From an optimization exercise on the open Yosys and OpenROAD flow, aimed at small area, a short achievable clock period and few clock cycles per item; shortcuts taken in it are not production practice.
No functional check of the RTL was part of any run shown here.
Power is estimated from default activity; no workload was simulated.

File: flow/run.sh
#!/bin/bash
# synth_recipe.tcl (not shown) runs the flow's synth.tcl, then flattens the netlist and writes it again
# the make line also repeats each setting of config.mk as NAME=value (left out here)
make -C /OpenROAD-flow-scripts/flow DESIGN_CONFIG=/design/flow/config.mk WORK_HOME=/design/flow/orfs CLKGATE_MAP_FILE= SYNTH_SCRIPT=/design/flow/synth_recipe.tcl finish
File: flow/config.mk
export PLATFORM = sky130hd
export DESIGN_NAME = rgb_to_hue_saturation_top
export DESIGN_NICKNAME = rgb_to_hue_saturation_top
export VERILOG_FILES = /design/flow/design.v
export SDC_FILE = /design/flow/constraint.sdc
export NUM_CORES = 4
export LEC_CHECK = 0
export ABC_CLOCK_PERIOD_IN_PS = 2500
export CAP_MARGIN = 20
export CORE_MARGIN = 2
export CORE_UTILIZATION = 40
export CTS_BUF_LIST = sky130_fd_sc_hd__clkbuf_4 sky130_fd_sc_hd__clkbuf_8
export SETUP_SLACK_MARGIN = 3.0
export SLEW_MARGIN = 20
File: flow/constraint.sdc
create_clock -name core_clock -period 5.5 [get_ports {i_clk}]
set_input_delay 1.1000 -clock core_clock [delete_from_list [all_inputs] [get_ports {i_clk}]]
set_output_delay 1.1000 -clock core_clock [all_outputs]
set_load 0.01 [all_outputs]
File: flow/design.v
`timescale 1ns / 1ps
`default_nettype none
module rgb_to_hue_saturation_top (
    input  logic       i_clk,
    input  logic       i_rst_n,
    input  logic       i_valid,
    output logic       o_ready,
    input  logic [7:0] i_red,
    input  logic [7:0] i_green,
    input  logic [7:0] i_blue,
    output logic       o_valid,
    input  logic       i_ready,
    output logic [7:0] o_hue,
    output logic [7:0] o_saturation
);
    logic w_en;
    logic [10:0] r_vld;
    logic [0:0] w_c_rg_0;
    logic [0:0] w_c_rb_0;
    logic [0:0] w_c_gb_0;
    logic [0:0] w_rmx_0;
    logic [0:0] w_gmx_0;
    logic [0:0] w_bmx_0;
    logic [0:0] w_rmn_0;
    logic [0:0] w_gmn_0;
    logic [0:0] w_bmn_0;
    logic [0:0] w_odd_0;
    logic [2:0] w_j_0;
    logic [0:0] w_sar_0;
    logic [0:0] w_sag_0;
    logic [0:0] w_sab_0;
    logic [0:0] w_sbr_0;
    logic [0:0] w_sbg_0;
    logic [0:0] w_sbb_0;
    logic [0:0] w_blk_0;
    logic [7:0] r1_B;
    logic [7:0] r1_G;
    logic [7:0] r1_R;
    logic [0:0] r1_blk;
    logic [0:0] r1_bmn;
    logic [0:0] r1_bmx;
    logic [0:0] r1_gmn;
    logic [0:0] r1_gmx;
    logic [2:0] r1_j;
    logic [0:0] r1_rmn;
    logic [0:0] r1_rmx;
    logic [0:0] r1_sab;
    logic [0:0] r1_sag;
    logic [0:0] r1_sar;
    logic [0:0] r1_sbb;
    logic [0:0] r1_sbg;
    logic [0:0] r1_sbr;
    logic [7:0] w_vmx_0;
    logic [7:0] w_vmn_0;
    logic [7:0] w_ra_0;
    logic [7:0] w_rb_0;
    logic [7:0] w_d_0;
    logic [7:0] w_rp_0;
    logic [7:0] w_mx_0;
    logic [2:0] w_cs_0;
    logic [2:0] w_ch_0;
    logic [2:0] r2_ch;
    logic [2:0] r2_cs;
    logic [7:0] r2_d;
    logic [2:0] r2_j;
    logic [7:0] r2_mx;
    logic [7:0] r2_rp;
    logic [0:0] w_hl1_0;
    logic [0:0] w_hl2_0;
    logic [0:0] w_hl3_0;
    logic [0:0] w_hl4_0;
    logic [0:0] w_hl5_0;
    logic [0:0] w_hl6_0;
    logic [8:0] w_hh9_0;
    logic [8:0] w_sh9_0;
    logic [9:0] w_hX_0;
    logic [9:0] w_hY_0;
    logic [9:0] w_hZ_0;
    logic [9:0] w_hS_0;
    logic [9:0] w_hC_0;
    logic [9:0] w_hdf_0;
    logic [9:0] w_sX_0;
    logic [9:0] w_sY_0;
    logic [9:0] w_sZ_0;
    logic [9:0] w_sS_0;
    logic [9:0] w_sC_0;
    logic [9:0] w_sdf_0;
    logic [0:0] w_hq7_0;
    logic [0:0] w_sq7_0;
    logic [7:0] w_hr7_0;
    logic [7:0] w_sr7_0;
    logic [8:0] w_hh9_1;
    logic [7:0] w_sr_0;
    logic [2:0] w_hm_0;
    logic [7:0] r3_d;
    logic [8:0] r3_hh9;
    logic [0:0] r3_hl1;
    logic [0:0] r3_hl2;
    logic [0:0] r3_hl3;
    logic [0:0] r3_hl4;
    logic [0:0] r3_hl5;
    logic [2:0] r3_hm;
    logic [2:0] r3_j;
    logic [7:0] r3_mx;
    logic [0:0] r3_sq7;
    logic [7:0] r3_sr;
    logic [8:0] w_sh9_1;
    logic [9:0] w_hdf_1;
    logic [9:0] w_sdf_1;
    logic [0:0] w_hq6_0;
    logic [0:0] w_sq6_0;
    logic [7:0] w_hr6_0;
    logic [7:0] w_sr6_0;
    logic [8:0] w_hh9_2;
    logic [7:0] w_sr_1;
    logic [3:0] w_hv6_0;
    logic [0:0] w_hb6_0;
    logic [2:0] w_hm_1;
    logic [7:0] r4_d;
    logic [8:0] r4_hh9;
    logic [0:0] r4_hl1;
    logic [0:0] r4_hl2;
    logic [0:0] r4_hl3;
    logic [0:0] r4_hl4;
    logic [2:0] r4_hm;
    logic [2:0] r4_j;
    logic [7:0] r4_mx;
    logic [0:0] r4_sq6;
    logic [0:0] r4_sq7;
    logic [7:0] r4_sr;
    logic [8:0] w_sh9_2;
    logic [9:0] w_hdf_2;
    logic [9:0] w_sdf_2;
    logic [0:0] w_hq5_0;
    logic [0:0] w_sq5_0;
    logic [7:0] w_hr5_0;
    logic [7:0] w_sr5_0;
    logic [8:0] w_hh9_3;
    logic [7:0] w_sr_2;
    logic [3:0] w_hv5_0;
    logic [0:0] w_hb5_0;
    logic [2:0] w_hm_2;
    logic [7:0] r5_d;
    logic [0:0] r5_hb5;
    logic [8:0] r5_hh9;
    logic [0:0] r5_hl1;
    logic [0:0] r5_hl2;
    logic [0:0] r5_hl3;
    logic [2:0] r5_hm;
    logic [2:0] r5_j;
    logic [7:0] r5_mx;
    logic [0:0] r5_sq5;
    logic [0:0] r5_sq6;
    logic [0:0] r5_sq7;
    logic [7:0] r5_sr;
    logic [8:0] w_sh9_3;
    logic [9:0] w_hdf_3;
    logic [9:0] w_sdf_3;
    logic [0:0] w_hq4_0;
    logic [0:0] w_sq4_0;
    logic [7:0] w_hr4_0;
    logic [7:0] w_sr4_0;
    logic [8:0] w_hh9_4;
    logic [7:0] w_sr_3;
    logic [3:0] w_hv4_0;
    logic [0:0] w_hb4_0;
    logic [2:0] w_hm_3;
    logic [7:0] r6_d;
    logic [0:0] r6_hb4;
    logic [0:0] r6_hb5;
    logic [8:0] r6_hh9;
    logic [0:0] r6_hl1;
    logic [0:0] r6_hl2;
    logic [2:0] r6_hm;
    logic [2:0] r6_j;
    logic [7:0] r6_mx;
    logic [0:0] r6_sq4;
    logic [0:0] r6_sq5;
    logic [0:0] r6_sq6;
    logic [0:0] r6_sq7;
    logic [7:0] r6_sr;
    logic [8:0] w_sh9_4;
    logic [9:0] w_hdf_4;
    logic [9:0] w_sdf_4;
    logic [0:0] w_hq3_0;
    logic [0:0] w_sq3_0;
    logic [7:0] w_hr3_0;
    logic [7:0] w_sr3_0;
    logic [8:0] w_hh9_5;
    logic [7:0] w_sr_4;
    logic [3:0] w_hv3_0;
    logic [0:0] w_hb3_0;
    logic [2:0] w_hm_4;
    logic [7:0] r7_d;
    logic [0:0] r7_hb3;
    logic [0:0] r7_hb4;
    logic [0:0] r7_hb5;
    logic [8:0] r7_hh9;
    logic [0:0] r7_hl1;
    logic [2:0] r7_hm;
    logic [2:0] r7_j;
    logic [7:0] r7_mx;
    logic [0:0] r7_sq3;
    logic [0:0] r7_sq4;
    logic [0:0] r7_sq5;
    logic [0:0] r7_sq6;
    logic [0:0] r7_sq7;
    logic [7:0] r7_sr;
    logic [8:0] w_sh9_5;
    logic [9:0] w_hdf_5;
    logic [9:0] w_sdf_5;
    logic [0:0] w_hq2_0;
    logic [0:0] w_sq2_0;
    logic [7:0] w_hr2_0;
    logic [7:0] w_sr2_0;
    logic [8:0] w_hh9_6;
    logic [7:0] w_sr_5;
    logic [3:0] w_hv2_0;
    logic [0:0] w_hb2_0;
    logic [2:0] w_hm_5;
    logic [7:0] r8_d;
    logic [0:0] r8_hb2;
    logic [0:0] r8_hb3;
    logic [0:0] r8_hb4;
    logic [0:0] r8_hb5;
    logic [8:0] r8_hh9;
    logic [2:0] r8_hm;
    logic [2:0] r8_j;
    logic [7:0] r8_mx;
    logic [0:0] r8_sq2;
    logic [0:0] r8_sq3;
    logic [0:0] r8_sq4;
    logic [0:0] r8_sq5;
    logic [0:0] r8_sq6;
    logic [0:0] r8_sq7;
    logic [7:0] r8_sr;
    logic [8:0] w_sh9_6;
    logic [9:0] w_hdf_6;
    logic [9:0] w_sdf_6;
    logic [0:0] w_hq1_0;
    logic [0:0] w_sq1_0;
    logic [7:0] w_hr1_0;
    logic [7:0] w_sr1_0;
    logic [8:0] w_hh9_7;
    logic [7:0] w_sr_6;
    logic [3:0] w_hv1_0;
    logic [0:0] w_hb1_0;
    logic [2:0] w_hm_6;
    logic [7:0] r9_d;
    logic [0:0] r9_hb1;
    logic [0:0] r9_hb2;
    logic [0:0] r9_hb3;
    logic [0:0] r9_hb4;
    logic [0:0] r9_hb5;
    logic [8:0] r9_hh9;
    logic [2:0] r9_hm;
    logic [2:0] r9_j;
    logic [7:0] r9_mx;
    logic [0:0] r9_sq1;
    logic [0:0] r9_sq2;
    logic [0:0] r9_sq3;
    logic [0:0] r9_sq4;
    logic [0:0] r9_sq5;
    logic [0:0] r9_sq6;
    logic [0:0] r9_sq7;
    logic [7:0] r9_sr;
    logic [8:0] w_sh9_7;
    logic [9:0] w_hdf_7;
    logic [9:0] w_sdf_7;
    logic [0:0] w_hq0_0;
    logic [0:0] w_sq0_0;
    logic [3:0] w_hv0_0;
    logic [0:0] w_hb0_0;
    logic [2:0] w_hm_7;
    logic [0:0] w_z_0;
    logic [0:0] w_hc_0;
    logic [7:0] w_hA_0;
    logic [7:0] r10_hA;
    logic [0:0] r10_hb0;
    logic [0:0] r10_hc;
    logic [0:0] r10_sq0;
    logic [0:0] r10_sq1;
    logic [0:0] r10_sq2;
    logic [0:0] r10_sq3;
    logic [0:0] r10_sq4;
    logic [0:0] r10_sq5;
    logic [0:0] r10_sq6;
    logic [0:0] r10_sq7;
    logic [0:0] r10_z;
    logic [7:0] w_SQ_0;
    logic [7:0] w_hue_0;
    logic [7:0] w_sat_0;
    logic [7:0] r11_hue;
    logic [7:0] r11_sat;
    logic       r_sv;
    logic       r_ordy;
    logic [7:0] r_skid_hue;
    logic [7:0] r_skid_sat;
    logic       w_ofree;
    logic       w_vin;
    assign w_c_rg_0 = i_red >= i_green;
    assign w_c_rb_0 = i_red >= i_blue;
    assign w_c_gb_0 = i_green >= i_blue;
    assign w_rmx_0 = w_c_rg_0 & w_c_rb_0;
    assign w_gmx_0 = !w_c_rg_0 & w_c_gb_0;
    assign w_bmx_0 = !w_c_rb_0 & !w_c_gb_0;
    assign w_rmn_0 = !w_c_rg_0 & !w_c_rb_0;
    assign w_gmn_0 = w_c_rg_0 & !w_c_gb_0;
    assign w_bmn_0 = w_c_rb_0 & w_c_gb_0;
    assign w_odd_0 = w_rmx_0 ? !w_c_gb_0 : (w_gmx_0 ? w_c_rb_0 : !w_c_rg_0);
    assign w_j_0 = w_rmx_0 ? (w_c_gb_0 ? 3'd0 : 3'd5) : (w_gmx_0 ? (w_c_rb_0 ? 3'd1 : 3'd2) : (w_c_rg_0 ? 3'd4 : 3'd3));
    assign w_sar_0 = w_odd_0 ? w_rmx_0 : (!w_rmx_0 & !w_rmn_0);
    assign w_sag_0 = w_odd_0 ? w_gmx_0 : (!w_gmx_0 & !w_gmn_0);
    assign w_sab_0 = w_odd_0 ? w_bmx_0 : (!w_bmx_0 & !w_bmn_0);
    assign w_sbr_0 = w_odd_0 ? (!w_rmx_0 & !w_rmn_0) : w_rmn_0;
    assign w_sbg_0 = w_odd_0 ? (!w_gmx_0 & !w_gmn_0) : w_gmn_0;
    assign w_sbb_0 = w_odd_0 ? (!w_bmx_0 & !w_bmn_0) : w_bmn_0;
    assign w_blk_0 = (i_red | i_green | i_blue) == 8'd0;
    assign w_vmx_0 = (r1_rmx ? r1_R : 8'd0) | (r1_gmx ? r1_G : 8'd0) | (r1_bmx ? r1_B : 8'd0);
    assign w_vmn_0 = (r1_rmn ? r1_R : 8'd0) | (r1_gmn ? r1_G : 8'd0) | (r1_bmn ? r1_B : 8'd0);
    assign w_ra_0 = (r1_sar ? r1_R : 8'd0) | (r1_sag ? r1_G : 8'd0) | (r1_sab ? r1_B : 8'd0);
    assign w_rb_0 = (r1_sbr ? r1_R : 8'd0) | (r1_sbg ? r1_G : 8'd0) | (r1_sbb ? r1_B : 8'd0);
    assign w_d_0 = w_vmx_0 - w_vmn_0;
    assign w_rp_0 = w_ra_0 - w_rb_0;
    assign w_mx_0 = w_vmx_0 | {7'b0, r1_blk};
    assign w_cs_0 = 3'(w_d_0[7:6]) + 3'(w_vmx_0[5:0] != w_vmn_0[5:0]);
    assign w_ch_0 = 3'(w_rp_0[7:6]) + 3'(w_ra_0[5:0] != w_rb_0[5:0]);
    assign w_hl1_0 = r2_rp[0];
    assign w_hl2_0 = r2_rp[1] ^ (|r2_rp[0:0]);
    assign w_hl3_0 = r2_rp[2] ^ (|r2_rp[1:0]);
    assign w_hl4_0 = r2_rp[3] ^ (|r2_rp[2:0]);
    assign w_hl5_0 = r2_rp[4] ^ (|r2_rp[3:0]);
    assign w_hl6_0 = r2_rp[5] ^ (|r2_rp[4:0]);
    assign w_hh9_0 = {r2_rp, 1'b0} - 9'(r2_ch);
    assign w_sh9_0 = {r2_d, 1'b0} - 9'(r2_cs);
    assign w_hX_0 = {1'b0, r2_rp, 1'b0};
    assign w_hY_0 = ~{2'b0, r2_d};
    assign w_hZ_0 = ~{7'b0, r2_ch};
    assign w_hS_0 = w_hX_0 ^ w_hY_0 ^ w_hZ_0;
    assign w_hC_0 = {(w_hX_0[8:0] & w_hY_0[8:0]) | (w_hX_0[8:0] & w_hZ_0[8:0]) | (w_hY_0[8:0] & w_hZ_0[8:0]), 1'b1};
    assign w_hdf_0 = w_hS_0 + w_hC_0 + 10'd1;
    assign w_sX_0 = {1'b0, r2_d, 1'b0};
    assign w_sY_0 = ~{2'b0, r2_mx};
    assign w_sZ_0 = ~{7'b0, r2_cs};
    assign w_sS_0 = w_sX_0 ^ w_sY_0 ^ w_sZ_0;
    assign w_sC_0 = {(w_sX_0[8:0] & w_sY_0[8:0]) | (w_sX_0[8:0] & w_sZ_0[8:0]) | (w_sY_0[8:0] & w_sZ_0[8:0]), 1'b1};
    assign w_sdf_0 = w_sS_0 + w_sC_0 + 10'd1;
    assign w_hq7_0 = !w_hdf_0[9];
    assign w_sq7_0 = !w_sdf_0[9];
    assign w_hr7_0 = w_hdf_0[9] ? w_hh9_0[7:0] : w_hdf_0[7:0];
    assign w_sr7_0 = w_sdf_0[9] ? w_sh9_0[7:0] : w_sdf_0[7:0];
    assign w_hh9_1 = {w_hr7_0, w_hl6_0};
    assign w_sr_0 = w_sr7_0;
    assign w_hm_0 = {2'b0, w_hq7_0};
    assign w_sh9_1 = {r3_sr, (r3_d[5] ^ (|r3_d[4:0]))};
    assign w_hdf_1 = {1'b0, r3_hh9} - {2'b0, r3_d};
    assign w_sdf_1 = {1'b0, w_sh9_1} - {2'b0, r3_mx};
    assign w_hq6_0 = !w_hdf_1[9];
    assign w_sq6_0 = !w_sdf_1[9];
    assign w_hr6_0 = w_hdf_1[9] ? r3_hh9[7:0] : w_hdf_1[7:0];
    assign w_sr6_0 = w_sdf_1[9] ? w_sh9_1[7:0] : w_sdf_1[7:0];
    assign w_hh9_2 = {w_hr6_0, r3_hl5};
    assign w_sr_1 = w_sr6_0;
    assign w_hv6_0 = {r3_hm, w_hq6_0};
    assign w_hb6_0 = w_hv6_0 >= 4'd6;
    assign w_hm_1 = 3'(w_hb6_0 ? w_hv6_0 - 4'd6 : w_hv6_0);
    assign w_sh9_2 = {r4_sr, (r4_d[4] ^ (|r4_d[3:0]))};
    assign w_hdf_2 = {1'b0, r4_hh9} - {2'b0, r4_d};
    assign w_sdf_2 = {1'b0, w_sh9_2} - {2'b0, r4_mx};
    assign w_hq5_0 = !w_hdf_2[9];
    assign w_sq5_0 = !w_sdf_2[9];
    assign w_hr5_0 = w_hdf_2[9] ? r4_hh9[7:0] : w_hdf_2[7:0];
    assign w_sr5_0 = w_sdf_2[9] ? w_sh9_2[7:0] : w_sdf_2[7:0];
    assign w_hh9_3 = {w_hr5_0, r4_hl4};
    assign w_sr_2 = w_sr5_0;
    assign w_hv5_0 = {r4_hm, w_hq5_0};
    assign w_hb5_0 = w_hv5_0 >= 4'd6;
    assign w_hm_2 = 3'(w_hb5_0 ? w_hv5_0 - 4'd6 : w_hv5_0);
    assign w_sh9_3 = {r5_sr, (r5_d[3] ^ (|r5_d[2:0]))};
    assign w_hdf_3 = {1'b0, r5_hh9} - {2'b0, r5_d};
    assign w_sdf_3 = {1'b0, w_sh9_3} - {2'b0, r5_mx};
    assign w_hq4_0 = !w_hdf_3[9];
    assign w_sq4_0 = !w_sdf_3[9];
    assign w_hr4_0 = w_hdf_3[9] ? r5_hh9[7:0] : w_hdf_3[7:0];
    assign w_sr4_0 = w_sdf_3[9] ? w_sh9_3[7:0] : w_sdf_3[7:0];
    assign w_hh9_4 = {w_hr4_0, r5_hl3};
    assign w_sr_3 = w_sr4_0;
    assign w_hv4_0 = {r5_hm, w_hq4_0};
    assign w_hb4_0 = w_hv4_0 >= 4'd6;
    assign w_hm_3 = 3'(w_hb4_0 ? w_hv4_0 - 4'd6 : w_hv4_0);
    assign w_sh9_4 = {r6_sr, (r6_d[2] ^ (|r6_d[1:0]))};
    assign w_hdf_4 = {1'b0, r6_hh9} - {2'b0, r6_d};
    assign w_sdf_4 = {1'b0, w_sh9_4} - {2'b0, r6_mx};
    assign w_hq3_0 = !w_hdf_4[9];
    assign w_sq3_0 = !w_sdf_4[9];
    assign w_hr3_0 = w_hdf_4[9] ? r6_hh9[7:0] : w_hdf_4[7:0];
    assign w_sr3_0 = w_sdf_4[9] ? w_sh9_4[7:0] : w_sdf_4[7:0];
    assign w_hh9_5 = {w_hr3_0, r6_hl2};
    assign w_sr_4 = w_sr3_0;
    assign w_hv3_0 = {r6_hm, w_hq3_0};
    assign w_hb3_0 = w_hv3_0 >= 4'd6;
    assign w_hm_4 = 3'(w_hb3_0 ? w_hv3_0 - 4'd6 : w_hv3_0);
    assign w_sh9_5 = {r7_sr, (r7_d[1] ^ (|r7_d[0:0]))};
    assign w_hdf_5 = {1'b0, r7_hh9} - {2'b0, r7_d};
    assign w_sdf_5 = {1'b0, w_sh9_5} - {2'b0, r7_mx};
    assign w_hq2_0 = !w_hdf_5[9];
    assign w_sq2_0 = !w_sdf_5[9];
    assign w_hr2_0 = w_hdf_5[9] ? r7_hh9[7:0] : w_hdf_5[7:0];
    assign w_sr2_0 = w_sdf_5[9] ? w_sh9_5[7:0] : w_sdf_5[7:0];
    assign w_hh9_6 = {w_hr2_0, r7_hl1};
    assign w_sr_5 = w_sr2_0;
    assign w_hv2_0 = {r7_hm, w_hq2_0};
    assign w_hb2_0 = w_hv2_0 >= 4'd6;
    assign w_hm_5 = 3'(w_hb2_0 ? w_hv2_0 - 4'd6 : w_hv2_0);
    assign w_sh9_6 = {r8_sr, r8_d[0]};
    assign w_hdf_6 = {1'b0, r8_hh9} - {2'b0, r8_d};
    assign w_sdf_6 = {1'b0, w_sh9_6} - {2'b0, r8_mx};
    assign w_hq1_0 = !w_hdf_6[9];
    assign w_sq1_0 = !w_sdf_6[9];
    assign w_hr1_0 = w_hdf_6[9] ? r8_hh9[7:0] : w_hdf_6[7:0];
    assign w_sr1_0 = w_sdf_6[9] ? w_sh9_6[7:0] : w_sdf_6[7:0];
    assign w_hh9_7 = {w_hr1_0, 1'b0};
    assign w_sr_6 = w_sr1_0;
    assign w_hv1_0 = {r8_hm, w_hq1_0};
    assign w_hb1_0 = w_hv1_0 >= 4'd6;
    assign w_hm_6 = 3'(w_hb1_0 ? w_hv1_0 - 4'd6 : w_hv1_0);
    assign w_sh9_7 = {r9_sr, 1'b0};
    assign w_hdf_7 = {1'b0, r9_hh9} - {2'b0, r9_d};
    assign w_sdf_7 = {1'b0, w_sh9_7} - {2'b0, r9_mx};
    assign w_hq0_0 = !w_hdf_7[9];
    assign w_sq0_0 = !w_sdf_7[9];
    assign w_hv0_0 = {r9_hm, w_hq0_0};
    assign w_hb0_0 = w_hv0_0 >= 4'd6;
    assign w_hm_7 = 3'(w_hb0_0 ? w_hv0_0 - 4'd6 : w_hv0_0);
    assign w_z_0 = r9_d == 8'd0;
    assign w_hc_0 = (r9_j == 3'd1 || r9_j == 3'd4) ? (w_hm_7 >= 3'd1) : (r9_j == 3'd2 || r9_j == 3'd5) ? (w_hm_7 >= 3'd5) : (w_hm_7 >= 3'd3);
    assign w_hA_0 = (r9_j == 3'd0 ? 8'd0 : r9_j == 3'd1 ? 8'd42 : r9_j == 3'd2 ? 8'd85 : r9_j == 3'd3 ? 8'd127 : r9_j == 3'd4 ? 8'd169 : 8'd212) + {2'b0, r9_hb5, r9_hb4, r9_hb3, r9_hb2, r9_hb1, 1'b0};
    assign w_SQ_0 = {r10_sq7, r10_sq6, r10_sq5, r10_sq4, r10_sq3, r10_sq2, r10_sq1, r10_sq0};
    assign w_hue_0 = r10_z ? 8'd0 : (r10_hA + 8'(r10_hb0) + 8'(r10_hc));
    assign w_sat_0 = w_SQ_0;
    assign w_en    = !r_sv;
    assign o_ready = r_ordy;
    assign w_ofree = !r_vld[10] || i_ready;
    assign w_vin   = r_vld[9] && w_en;
    always_ff @(posedge i_clk) begin
        if (!i_rst_n) begin
            r_vld <= '0;
            r_sv  <= 1'b0;
            r_ordy <= 1'b1;
        end else begin
            if (w_en) r_vld[9:0] <= {r_vld[8:0], i_valid};
            if (w_ofree) r_vld[10] <= r_sv || w_vin;
            if (r_sv) begin
                if (w_ofree) begin
                    r_sv   <= 1'b0;
                    r_ordy <= 1'b1;
                end
            end else if (w_vin && !w_ofree) begin
                r_sv   <= 1'b1;
                r_ordy <= 1'b0;
            end
        end
    end
    always_ff @(posedge i_clk) begin
        if (w_en) begin
            r1_B <= i_blue;
            r1_G <= i_green;
            r1_R <= i_red;
            r1_blk <= w_blk_0;
            r1_bmn <= w_bmn_0;
            r1_bmx <= w_bmx_0;
            r1_gmn <= w_gmn_0;
            r1_gmx <= w_gmx_0;
            r1_j <= w_j_0;
            r1_rmn <= w_rmn_0;
            r1_rmx <= w_rmx_0;
            r1_sab <= w_sab_0;
            r1_sag <= w_sag_0;
            r1_sar <= w_sar_0;
            r1_sbb <= w_sbb_0;
            r1_sbg <= w_sbg_0;
            r1_sbr <= w_sbr_0;
            r2_ch <= w_ch_0;
            r2_cs <= w_cs_0;
            r2_d <= w_d_0;
            r2_j <= r1_j;
            r2_mx <= w_mx_0;
            r2_rp <= w_rp_0;
            r3_d <= r2_d;
            r3_hh9 <= w_hh9_1;
            r3_hl1 <= w_hl1_0;
            r3_hl2 <= w_hl2_0;
            r3_hl3 <= w_hl3_0;
            r3_hl4 <= w_hl4_0;
            r3_hl5 <= w_hl5_0;
            r3_hm <= w_hm_0;
            r3_j <= r2_j;
            r3_mx <= r2_mx;
            r3_sq7 <= w_sq7_0;
            r3_sr <= w_sr_0;
            r4_d <= r3_d;
            r4_hh9 <= w_hh9_2;
            r4_hl1 <= r3_hl1;
            r4_hl2 <= r3_hl2;
            r4_hl3 <= r3_hl3;
            r4_hl4 <= r3_hl4;
            r4_hm <= w_hm_1;
            r4_j <= r3_j;
            r4_mx <= r3_mx;
            r4_sq6 <= w_sq6_0;
            r4_sq7 <= r3_sq7;
            r4_sr <= w_sr_1;
            r5_d <= r4_d;
            r5_hb5 <= w_hb5_0;
            r5_hh9 <= w_hh9_3;
            r5_hl1 <= r4_hl1;
            r5_hl2 <= r4_hl2;
            r5_hl3 <= r4_hl3;
            r5_hm <= w_hm_2;
            r5_j <= r4_j;
            r5_mx <= r4_mx;
            r5_sq5 <= w_sq5_0;
            r5_sq6 <= r4_sq6;
            r5_sq7 <= r4_sq7;
            r5_sr <= w_sr_2;
            r6_d <= r5_d;
            r6_hb4 <= w_hb4_0;
            r6_hb5 <= r5_hb5;
            r6_hh9 <= w_hh9_4;
            r6_hl1 <= r5_hl1;
            r6_hl2 <= r5_hl2;
            r6_hm <= w_hm_3;
            r6_j <= r5_j;
            r6_mx <= r5_mx;
            r6_sq4 <= w_sq4_0;
            r6_sq5 <= r5_sq5;
            r6_sq6 <= r5_sq6;
            r6_sq7 <= r5_sq7;
            r6_sr <= w_sr_3;
            r7_d <= r6_d;
            r7_hb3 <= w_hb3_0;
            r7_hb4 <= r6_hb4;
            r7_hb5 <= r6_hb5;
            r7_hh9 <= w_hh9_5;
            r7_hl1 <= r6_hl1;
            r7_hm <= w_hm_4;
            r7_j <= r6_j;
            r7_mx <= r6_mx;
            r7_sq3 <= w_sq3_0;
            r7_sq4 <= r6_sq4;
            r7_sq5 <= r6_sq5;
            r7_sq6 <= r6_sq6;
            r7_sq7 <= r6_sq7;
            r7_sr <= w_sr_4;
            r8_d <= r7_d;
            r8_hb2 <= w_hb2_0;
            r8_hb3 <= r7_hb3;
            r8_hb4 <= r7_hb4;
            r8_hb5 <= r7_hb5;
            r8_hh9 <= w_hh9_6;
            r8_hm <= w_hm_5;
            r8_j <= r7_j;
            r8_mx <= r7_mx;
            r8_sq2 <= w_sq2_0;
            r8_sq3 <= r7_sq3;
            r8_sq4 <= r7_sq4;
            r8_sq5 <= r7_sq5;
            r8_sq6 <= r7_sq6;
            r8_sq7 <= r7_sq7;
            r8_sr <= w_sr_5;
            r9_d <= r8_d;
            r9_hb1 <= w_hb1_0;
            r9_hb2 <= r8_hb2;
            r9_hb3 <= r8_hb3;
            r9_hb4 <= r8_hb4;
            r9_hb5 <= r8_hb5;
            r9_hh9 <= w_hh9_7;
            r9_hm <= w_hm_6;
            r9_j <= r8_j;
            r9_mx <= r8_mx;
            r9_sq1 <= w_sq1_0;
            r9_sq2 <= r8_sq2;
            r9_sq3 <= r8_sq3;
            r9_sq4 <= r8_sq4;
            r9_sq5 <= r8_sq5;
            r9_sq6 <= r8_sq6;
            r9_sq7 <= r8_sq7;
            r9_sr <= w_sr_6;
            r10_hA <= w_hA_0;
            r10_hb0 <= w_hb0_0;
            r10_hc <= w_hc_0;
            r10_sq0 <= w_sq0_0;
            r10_sq1 <= r9_sq1;
            r10_sq2 <= r9_sq2;
            r10_sq3 <= r9_sq3;
            r10_sq4 <= r9_sq4;
            r10_sq5 <= r9_sq5;
            r10_sq6 <= r9_sq6;
            r10_sq7 <= r9_sq7;
            r10_z <= w_z_0;
        end
    end
    always_ff @(posedge i_clk) begin
        if (!r_sv && w_vin && !w_ofree) begin
            r_skid_hue <= w_hue_0;
            r_skid_sat <= w_sat_0;
        end
    end
    always_ff @(posedge i_clk) begin
        if (w_ofree) begin
            r11_hue <= r_sv ? r_skid_hue : w_hue_0;
            r11_sat <= r_sv ? r_skid_sat : w_sat_0;
        end
    end
    assign o_valid      = r_vld[10];
    assign o_hue        = r11_hue;
    assign o_saturation = r11_sat;
endmodule
`default_nettype wire
==> flow_metrics.py, run 1 <==
metrics = {
    "global_routing": {
        "grt_usage": 0.138,
        "grt_overflow": 0,
        "grt_max_degree": 199,
        "grt_antenna_before_repair": 1,
        "grt_pass1_vias": 14849,
        "grt_pass1_wl_um": 68600,
    },
    "logic_synthesis": {
        "synth_simple_gate_area_share": 0.0717,
        "avgSynthCellArea_um2": 13.0,
        "synthCells": 1831,
        "async_reset_ff_frac": 0,
        "synth_top_family_by_area": "adder cells",
        "synthMuxAreaShare": 0.0408,
        "synth_fp_nets": 2095,
        "ys_ff_latch": 464,
        "synth-compound-area-share": 0.0959,
        "synthXorXnorAreaFrac": 0.0357,
        "synth_area_um2": 23800,
        "synthAdderAreaFrac": 0.132,
        "ys_warn_count": 1,
        "synth_ff_type": "edfxtp_1",
        "synth_seq_area_share": 0.580,
        "synth_edf_count": 451,
        "ys_types": 64,
    },
    "clocking": {
        "clock_sinks": 464,
        "cts_tree": "built",
        "clock-root-buffer": "clkbuf_8",
        "cts_made_buffers": 81,
        "cts_htree_levels": 3,
        "cts-hold-fix-buffers": 0,
        "cts_buffer_depth": 3,
        "clkTransAtPathRegs_ns": 0.06,
        "clkLatencyLatePin_ns": 0.65,
    },
    "setup_path": {
        "cp-end-kind": "flop",
        "worst-setup-path-type": "flop to flop",
        "crit_cells": 13,
        "r2r_cells": 13,
        "cp_cell_sequence": "inv_2 > fa_1 > inv_1 > ha_2 > inv_2 > fa_2 > a21o_1 > a21oi_2 > nor2b_1 > o21a_1 > o21ai_2 > o2bb2ai_4 > mux2_4",
        "worstReg2RegStart": "r2_d[1]$_DFFE_PN_",
        "critPathSlowestCell": "edfxtp_1",
        "cp_top_family": "adder cells",
        "worstPathRequired_ns": 5.87,
        "crit_path_end": "r3_hh9[5]$_DFFE_PN_",
        "r2r_slack_ns": 2.35,
        "critical_path.max_fanout": 8,
        "cpMostUsedCell": "inv_2",
        "arrival_ns": 3.52,
        "critPathLaunchType": "flop",
        "critPathMaxStageDelay_ns": 0.42,
        "cp-startpoint": "r2_d[1]$_DFFE_PN_",
        "r2r_end": "r3_hh9[5]$_DFFE_PN_",
        "worst-path-buf-inv": 3,
    },
    "pwr": {
        "p_comb_frac": 0.491,
        "switching_share": 0.342,
        "p_leak_nw": 11.8,
        "p_switching_mw": 6.62,
        "irDropWorstVdd_mv": 0.244,
        "p_int_mw": 12.7,
        "clockPowerShare": 0.156,
        "power.density_nw_per_um2": 676,
        "seqPwrFrac": 0.353,
    },
    "timing": {
        "clock_skew_ns": 0.0286,
        "finalSetupViolations": 0,
        "layout_min_cycle_time_ns": 3.15,
        "layout_setup_ws_ns": 2.35,
        "rsz0062_at_grt": "yes",
        "slew_viol_final": 0,
        "fin_crit_sh": 0.572,
        "worstMarginPinSlew_ns": 1.08,
        "hold_viol": 0,
        "slew_headroom": 0.278,
        "fmax_mhz": 318,
    },
    "drt": {
        "wire_per_inst_um": 14.5,
        "drc": 0,
        "drtIter0Drc": 738,
        "ant_nets": 0,
        "drt_pass1_iterations": 10,
        "vias_per_cell": 4.95,
        "totalWireLength_um": 41800,
        "vias": 14275,
    },
    "finish": {
        "fin_util": 0.486,
        "drive_gt1_frac": 0.233,
        "regArea_um2": 13800,
        "multi_input_area_um2": 9830,
        "fin_nets": 2320,
        "area_growth_syn_to_layout_pct": 20.2,
        "fill_cells": 5125,
    },
    "floorplan": {
        "core_region_area_um2": 58900,
        "rows": 89,
        "dieArea_um2": 61400,
        "start_util": 0.404,
        "io_pins": 46,
        "die_w_um": 248,
        "fp.dieH_um": 248,
    },
    "placed_design": {
        "place_ws_ns": 1.15,
        "place_congestion": 0.853,
        "io_buffer_count": 45,
        "hpwlAfterDp_um": 28400,
    },
    "run": {
        "max_cap_viol_count": 0,
    },
    "run_status": {
        "status": "no timing/DRC/antenna violations",
    },
    "worst_hold_path": {
        "hold_path_class": "flop to flop",
    },
}
[per-layer routing]
layer  GRT usage  vias up  part of all wire
met4      0.0662        0             0.031
li1            -     7112                 -
met1       0.140     6809              0.38
met2       0.267      257              0.55
met5           0        -                 0
met3      0.0277       97             0.038
[cells in the mapped netlist (15+ instances only)]
library cell | n | area, um2
o21a_1 | 30 | 225
mux2i_1 | 37 | 370
o21ai_1 | 16 | 80.1
edfxtp_1 | 451 | 13500
a222oi_1 | 29 | 290
nor2_1 | 88 | 330
ha_1 | 212 | 2650
nand2_1 | 62 | 233
inv_1 | 246 | 923
nand2b_1 | 45 | 282
nor3_1 | 31 | 155
xnor2_1 | 67 | 587
xor2_1 | 30 | 263
fa_1 | 24 | 480
mux2_2 | 30 | 338
nor2b_1 | 52 | 325
a211oi_1 | 18 | 135
o21ai_0 | 52 | 260
a21o_1 | 21 | 158
a21oi_1 | 104 | 521
or3_1 | 16 | 100
clkbuf_1 | 15 | 56.3
[registers in the layout, indices dropped and copies added, names as in the netlist, 9 cells and up]
name and count:
r_vld 11, r3_hh9 9, r4_hh9 9, r5_hh9 9
r6_hh9 9, r7_hh9 9, r8_hh9 9
[stage by stage]
stage	TNS, ns	cell area [um2]	power, mW	cells	hold slack (ns)
finish	0	28600	19.3	2886	0.392
detailed placement	0	25400	14.8	2628	0.405
CTS	0	28100	18.9	2853	0.373
global route	0	28600	21.0	2886	0.407
floorplan	-700.75	24000	13.0	1831	0.400
global placement	0	25400	14.5	2628	0.402
[worst min path at each step]
stage	startpoint	to	slack (ns)	depth (start not counted)
floorplan	r9_sq1$_DFFE_PN_	r10_sq1$_DFFE_PN_	0.40	0
global placement	r8_hb3$_DFFE_PN_	r9_hb3$_DFFE_PN_	0.40	0
detailed placement	r3_hl1$_DFFE_PN_	r4_hl1$_DFFE_PN_	0.40	0
CTS	r8_j[0]$_DFFE_PN_	r9_j[0]$_DFFE_PN_	0.37	0
global route	r8_j[0]$_DFFE_PN_	r9_j[0]$_DFFE_PN_	0.41	0
finish	r8_j[0]$_DFFE_PN_	r9_j[0]$_DFFE_PN_	0.39	0
[cells by family (layout without fill, tap and decap cells)]
family                   after synthesis  in the layout
multiplexers                          87             87
other                                  0              1
AND/OR/NAND/NOR                      337            337
buffers and inverters                275            555
adder cells (fa/ha/maj)              236            236
flip-flops                           464            464
AO/OA/AOI/OAI                        335            336
XOR/XNOR                              97             97
[placed cells by master, fill, tap and decap left out, drive strengths merged, types with 13 or more instances in the layout]
master,Yosys,routed
o21ai,70,70
mux2,50,50
ha,212,212
xnor2,67,67
dfxtp,13,13
mux2i,37,37
buf,13,136
dlygate4sd2,0,21
clkbuf,15,114
nand2b,46,46
nor2,89,89
inv,246,250
edfxtp,451,451
fa,24,24
o21a,31,31
nor2b,52,52
xor2,30,30
a211oi,18,18
nor3,31,31
a21o,21,21
a222oi,29,29
nand2,64,64
or3,16,16
a21oi,107,107
clkinv,1,22
[layout make-up]
cell class | count | share of cell area
Antenna cell | 1 | 0.0000875
Clock inverter | 29 | 0.00665
Sequential cell | 464 | 0.482
Timing Repair Buffer | 169 | 0.0518
Clock buffer | 110 | 0.0477
Inverter | 247 | 0.0339
Tap cell | 773 | 0.0338
Multi-Input combinational cell | 1093 | 0.344
[power by group through the flow]
stage | sequential, mW | combinational, mW | clock (mW)
after floorplan | 6.60 | 6.45 | 0
after global placement | 6.86 | 7.62 | 0
after detailed placement | 6.91 | 7.88 | 0
final | 6.82 | 9.49 | 3.02
after global routing | 6.99 | 10.7 | 3.30
after CTS | 6.82 | 8.98 | 3.15
[timing repair]
item,in CTS,in global routing
buffers inserted,85,31
cloned,1,1
endpoints found under the hold margin,0,0
endpoints found under the setup margin,147,110
resized for setup,201,84
pin swaps,55,43
[worst register-to-register path: cells and delay by family (launching register included)]
kind	cells	cell delay [ns]
buffers and inverters	3	0.21
and+or+nand+nor	1	0.07
muxes	1	0.33
AOI/OAI and AO/OA	5	0.94
adders and majority gates	3	0.94
DFF	1	0.42
==> run 2: changes to the inputs <==
--- a/flow/config.mk
+++ b/flow/config.mk
@@ -5,10 +5,10 @@
 export SDC_FILE = /design/flow/constraint.sdc
 export NUM_CORES = 4
 export LEC_CHECK = 0
-export ABC_CLOCK_PERIOD_IN_PS = 2500
+export ABC_CLOCK_PERIOD_IN_PS = 2750
 export CAP_MARGIN = 20
 export CORE_MARGIN = 2
 export CORE_UTILIZATION = 40
 export CTS_BUF_LIST = sky130_fd_sc_hd__clkbuf_4 sky130_fd_sc_hd__clkbuf_8
-export SETUP_SLACK_MARGIN = 3.0
+export SETUP_SLACK_MARGIN = 2.75
 export SLEW_MARGIN = 20
==> flow_metrics.py, run 2 <==
metrics = {
    "setup_path": {
        "crit_path_end": "r3_sr[0]$_DFFE_PN_",
        "r2r_end": "r3_sr[0]$_DFFE_PN_",
        "r2r_slack_ns": 2.41,
        "worst-path-buf-inv": 3,
        "critPathLaunchType": "flop",
        "worstReg2RegStart": "r2_cs[1]$_DFFE_PN_",
        "r2r_cells": 13,
        "cp_cell_sequence": "inv_2 > fa_1 > inv_2 > ha_4 > inv_2 > fa_2 > a21o_1 > a21oi_2 > nor2b_1 > o21a_1 > o21ai_2 > o2bb2ai_4 > mux2_4",
        "cp-startpoint": "r2_cs[1]$_DFFE_PN_",
        "worst-setup-path-type": "flop to flop",
        "critPathMaxStageDelay_ns": 0.48,
        "cpMostUsedCell": "inv_2",
        "cp_top_family": "adder cells",
        "cp-end-kind": "flop",
        "critPathSlowestCell": "fa_1",
        "arrival_ns": 3.46,
        "crit_cells": 13,
        "worstPathRequired_ns": 5.87,
        "critical_path.max_fanout": 7,
    },
    "finish": {
        "fin_nets": 2289,
        "fin_util": 0.476,
        "largest_reg_flops": 11,
        "area_growth_syn_to_layout_pct": 17.8,
        "fin_cells": 2863,
        "final_cell_mix": "edfxtp_1 (451), inv_1 (216), ha_1 (183), a21oi_1 (97)",
        "drive_gt1_frac": 0.198,
        "stdcell_area_um2": 28000,
        "regMostFlops": "r_vld",
        "final_common_cell": "edfxtp_1",
    },
    "drt": {
        "drtIter0Drc": 826,
        "ant_nets": 0,
        "vias": 14154,
        "drc": 0,
        "drt_pass1_iterations": 9,
        "totalWireLength_um": 41500,
        "wire_per_inst_um": 14.5,
        "vias_per_cell": 4.94,
    },
    "global_routing": {
        "grt_max_degree": 200,
        "grt_overflow": 0,
        "grt_antenna_before_repair": 1,
        "grt_pass1_vias": 14841,
        "grt_usage": 0.137,
        "grt_pass1_wl_um": 68500,
    },
    "logic_synthesis": {
        "synth_seq_area_share": 0.580,
        "ys_warn_count": 1,
        "synth_area_leader_cell": "edfxtp_1",
        "synth.area.top_cells": "edfxtp_1 (57%), ha_1 (11%), inv_1 (3.9%), xnor2_1 (2.5%), a21oi_1 (2.2%)",
        "synth_edf_count": 451,
        "avgSynthCellArea_um2": 13.0,
        "synth_ff_type": "edfxtp_1",
        "ys_ff_latch": 464,
        "synthCells": 1831,
        "synth_top_area_share": 0.569,
        "synth_area_um2": 23800,
        "synth_common_cells": "edfxtp_1 (451), inv_1 (246), ha_1 (212), a21oi_1 (104), nor2_1 (88)",
        "async_reset_ff_frac": 0,
        "ys_types": 64,
        "synth_fp_nets": 2095,
        "synthMostInstantiatedCell": "edfxtp_1",
    },
    "clocking": {
        "cts_buffer_depth": 3,
        "clkLatencyLatePin_ns": 0.65,
        "clock-root-buffer": "clkbuf_8",
        "clock_sinks": 464,
        "cts_made_buffers": 82,
        "clkTransAtPathRegs_ns": 0.05,
        "cts-hold-fix-buffers": 0,
        "cts_htree_levels": 3,
        "cts_tree": "built",
    },
    "timing": {
        "rsz0062_at_grt": "yes",
        "clock_skew_ns": 0.0342,
        "whs_ns": 0.399,
        "slew_viol_final": 0,
        "layout_setup_ws_ns": 2.41,
        "finalSetupViolations": 0,
        "fmax_mhz": 323,
        "worstMarginPinSlew_ns": 1.09,
        "slew_headroom": 0.271,
        "fin_crit_sh": 0.562,
        "hold_viol": 0,
        "layout_min_cycle_time_ns": 3.09,
    },
    "floorplan": {
        "die_w_um": 248,
        "core_region_area_um2": 58900,
        "rows": 89,
        "io_pins": 46,
        "dieArea_um2": 61400,
        "start_util": 0.404,
        "fp.dieH_um": 248,
    },
    "pwr": {
        "p_comb_frac": 0.471,
        "power.density_nw_per_um2": 670,
        "switching_share": 0.346,
        "p_leak_nw": 11.5,
        "irDropWorstVdd_mv": 0.245,
        "seqPwrFrac": 0.363,
        "p_switching_mw": 6.49,
        "p_int_mw": 12.3,
        "clockPowerShare": 0.165,
    },
    "run_status": {
        "status": "no timing/DRC/antenna violations",
    },
    "placed_design": {
        "hpwlAfterDp_um": 28300,
        "place_congestion": 0.868,
        "post_dp_cell_area_um2": 25300,
        "dp.cells": 2628,
        "place_ws_ns": 1.12,
        "io_buffer_count": 45,
    },
    "run": {
        "max_cap_viol_count": 0,
    },
    "worst_hold_path": {
        "hold_path_class": "flop to flop",
    },
}
run 2: metal layers:
| layer | track usage | wire length (um) |
|---|---|---|
| met1 | 0.140 | 16200 |
| met2 | 0.266 | 22700 |
| met3 | 0.0290 | 1600 |
| met4 | 0.0583 | 977 |
| met5 | 0 | 0 |
run 2: layout make-up:
type	instances	area, um2
Clock inverter	41	267
Fill cell	5129	30900
Inverter	247	970
Clock buffer	107	1350
Tap cell	773	967
Antenna cell	1	2.50
Sequential cell	464	13800
Timing Repair Buffer	138	1130
Multi-Input combinational cell	1092	9530
run 2: power by group through the flow:
stage               logic [mW]  clock network, mW  registers, mW
finish                    8.85               3.10           6.82
global route              9.99               3.38           6.99
CTS                       8.41               3.23           6.82
detailed placement        7.82                  0           6.90
global placement          7.55                  0           6.85
floorplan                 6.37                  0           6.59
run 2: logic make-up (layout without fill, tap and decap cells):
kind of cell,count (synthesis),count (layout),synth area share
DFF,464,464,0.580
and+or+nand+nor,337,337,0.0717
AOI/OAI and AO/OA,335,335,0.0959
buffers and inverters,275,533,0.0440
adders and majority gates,236,236,0.132
xor gates and xnor gates,97,97,0.0357
muxes,87,87,0.0408
other,0,1,0
run 2: per-stage QoR:
stage	TNS [ns]	power, mW
6_report	0	18.8
5_1_grt	0	20.4
4_1_cts	0	18.5
3_5_place_dp	0	14.7
3_3_place_gp	0	14.4
2_1_floorplan	-700.75	13.0
run 2: worst min-delay path by stage:
stage                              endpoint  slack (ns)  cells after the start              start
final                      r7_hb5$_DFFE_PN_        0.40                      0   r6_hb5$_DFFE_PN_
after global routing       r5_sq7$_DFFE_PN_        0.41                      0   r4_sq7$_DFFE_PN_
after CTS                  r7_hb5$_DFFE_PN_        0.40                      0   r6_hb5$_DFFE_PN_
after detailed placement  r4_j[0]$_DFFE_PN_        0.40                      0  r3_j[0]$_DFFE_PN_
after global placement    r9_j[1]$_DFFE_PN_        0.40                      0  r8_j[1]$_DFFE_PN_
after floorplan           r10_sq1$_DFFE_PN_        0.40                      0   r9_sq1$_DFFE_PN_
run 2: timing repair:
action	in CTS	in global routing
buffers inserted	54	32
pin swaps	41	54
resized for setup	125	94
setup endpoints to repair	65	84
endpoints found under the hold margin	0	0
run 2: worst register-to-register path, cell delays in order, from the launching register on:
cell       delay (ns)
edfxtp_1         0.37
inv_2            0.06
fa_1             0.49
inv_2            0.08
ha_4             0.13
inv_2            0.04
fa_2             0.34
a21o_1           0.18
a21oi_2          0.17
nor2b_1          0.06
o21a_1           0.18
o21ai_2          0.19
o2bb2ai_4        0.21
mux2_4           0.33

separate check: timing with driven ports:
Ports are ideal in the flow. The routed layouts listed here were re-timed in OpenROAD.
Step 1 sets driving cells, clkbuf_16 on the clock port and buf_2 on the other inputs (assumed; they add their load-dependent delay and slew).
Step 2 times the ports against the registers' clock, not the clock port: input delays grow and output delays shrink by t, the midpoint of the rising clock arrivals with the driver on.
Three values: ideal ports, drivers, drivers and shift; two values: the first two.
run | shift t [ns] | slack for setup (ns) | worst setup path at the end
run 1 | 0.687 | 2.354 / 2.354 / 1.929 | input to register
run 2 | 0.692 | 2.407 / 2.407 / 2.031 | input to register
After both steps every run listed still meets setup and hold. For run 1, which loses most, drivers alone change the setup slack by 0.000 ns; drivers and shift together by -0.425 ns.
